This design comes from an exercise in tuning for small area, a short achievable clock period and few clock cycles per item on the open sky130 flow, not from production work.
Only simulation tests tie the RTL to the original design; equivalence was not proved.

== v6 ==
// modem_top
module modem_top(
	input wire clk,
	input wire rst,
	input wire iocs,
	input wire [2:0] ioaddr,
	input wire [15:0] din,
	input wire iowr,
	input wire iord,
	input wire [15:0] rdix,  
	input wire [15:0] rdiy,  
	input wire riv,
	input wire toe,  
	output logic [15:0] dout,
	output logic [15:0] tdox,
	output logic [15:0] tdoy,
	output logic tov,
	output logic xmtout,
	output logic pttout
);
Size: about 5800 cells after synthesis, about 1400 flip-flops, ~66000 um^2 of cells after synthesis.
clock: 7.0 ns
lec_check: 0
cap_margin: 20
core_margin: 2
core_utilization: 62
cts_cluster_diameter: 110
cts_cluster_size: 24
place_density: 0.72
setup_slack_margin: 3.8
slew_margin: 20
tns_end_percent: 10
run.sh (not shown) runs the stock make flow with config.mk's settings and CLKGATE_MAP_FILE= SYNTH_SCRIPT=/design/flow/synth_recipe.tcl, a recipe that flattens the netlist after the stock synthesis.
v6 went all the way through the flow, and no timing, DRC or antenna check failed.
Testbench counts of v6, summed over its fixed seeds: cycles 1,160, items 512.
Setup changes, v6 to v7
-- flow/design.v --
<<< v6, line 51
	assign fifo_flush = wr_cmd & din[1];
	assign cpu_pop = rd & (ioaddr == 3'd1) & ~xmt;
	assign tx_y_nxt = fm ? din_r + tx_y : din_r;
	assign tx_new = yw_r & xmt;
	always_ff @(posedge clk)
>>> v7, line 51
	assign fifo_flush = wr_cmd & din[1];
	assign cpu_pop = rd & (ioaddr == 3'd1) & ~xmt;
	assign tx_y_nxt = din_r + (fm ? tx_y : 16'd0);
	assign tx_new = yw_r & xmt;
	always_ff @(posedge clk)
<<< v6, line 260
		end
	end
	logic [15:0] zar;
	logic zdr;
	logic [16:0] zat;
	assign zat = {zacc, 1'b1} + {zar ^ {16{zdr}}, zdr};
	always_comb
	begin
>>> v7, line 260
		end
	end
	logic [16:0] zat;
	assign zat = {zacc, 1'b1} + {za ^ {16{zd}}, zd};
	always_comb
	begin
<<< v6, line 318
		s0 <= rotate ? (zi[15] ^ zi[14]) : xi[15];
		ny0 <= rotate ? zi[15] : xi[15];
		zar <= za;
		zdr <= zd;
		if (v0)
			zacc <= {x[0][15], 15'd0};  
>>> v7, line 316
		s0 <= rotate ? (zi[15] ^ zi[14]) : xi[15];
		ny0 <= rotate ? zi[15] : xi[15];
		if (v0)
			zacc <= {x[0][15], 15'd0};  
<<< v6, line 327
		begin
			xo <= g_unit[8].xt[W:3];
			yo <= rotate ? g_unit[8].yt[W:3] : zat[16:1];  
		end
	end
>>> v7, line 323
		begin
			xo <= g_unit[8].xt[W:3];
			yo <= rotate ? g_unit[8].yt[W:3] : zacc;  
		end
	end
<<< v6, line 422
	logic [31:0] mem [16];
	logic [3:0] wp;
	logic [15:0] rs;  
	logic [4:0] count;
	logic do_wr;
>>> v7, line 418
	logic [31:0] mem [16];
	logic [3:0] wp;
	logic [3:0] rp;
	logic [3:0] rpn;  
	logic [4:0] count;
	logic do_wr;
<<< v6, line 430
	assign do_wr = wr & ~full;  
	assign do_rd = rd & ~empty;
	always_comb
	begin
		rdata = '0;
		for (int k = 0; k < 16; k++)
			rdata = rdata | (mem[k] & {32{rs[k]}});
	end
	always_ff @(posedge clk)
	begin
>>> v7, line 427
	assign do_wr = wr & ~full;  
	assign do_rd = rd & ~empty;
	logic [31:0] mx;
	logic [31:0] my;
	assign mx = mem[rp];
	assign my = mem[~rpn];
	assign rdata = {mx[31:16], my[15:0]};
	always_ff @(posedge clk)
	begin
<<< v6, line 441
		begin
			wp <= '0;
			rs <= 16'd1;
			count <= '0;
		end
>>> v7, line 437
		begin
			wp <= '0;
			rp <= '0;
			rpn <= '1;
			count <= '0;
		end
<<< v6, line 450
			if (do_rd)
			begin
				rs <= {rs[14:0], rs[15]};
			end
			if (do_rd)
>>> v7, line 447
			if (do_rd)
			begin
				rp <= rp + 1'b1;
				rpn <= ~(rp + 1'b1);
			end
			if (do_rd)
Worst reg-to-reg path cell count is higher on v7
Of v7 and v6, the lower global-route usage belongs to v7.
Cell area | v7 vs v6 | v7 larger
Looking only at portion of the layout cell area used by clock cells, and setting everything else aside, the lower value of v7 and v6 goes to v7.
Testbench counts of v7, summed over its fixed seeds: cycles 1,160, items 512.

what the ideal ports hide:
Ports are ideal in the flow. The routed layouts listed here were re-timed in OpenROAD. Step 1 sets driving cells, clkbuf_16 on the clock port and buf_2 on the other inputs (assumed; they add their load-dependent delay and slew). Step 2 times the ports against the registers' clock, not the clock port: input delays grow and output delays shrink by t, the midpoint of the rising clock arrivals with the driver on. a / b / c = ideal / step 1 / step 2; a / b = the first two.
run | t (ns) | slack for setup (ns) | worst setup path after step 2
v6 | 0.759 | 3.573 / 3.500 / 3.116 | input to register
v7 | 0.738 | 3.417 / 3.417 / 3.114 | input to register
After both steps setup and hold are still met in every run listed. For v6, which loses most, drivers alone change the setup slack by -0.073 ns; drivers and shift together by -0.457 ns.
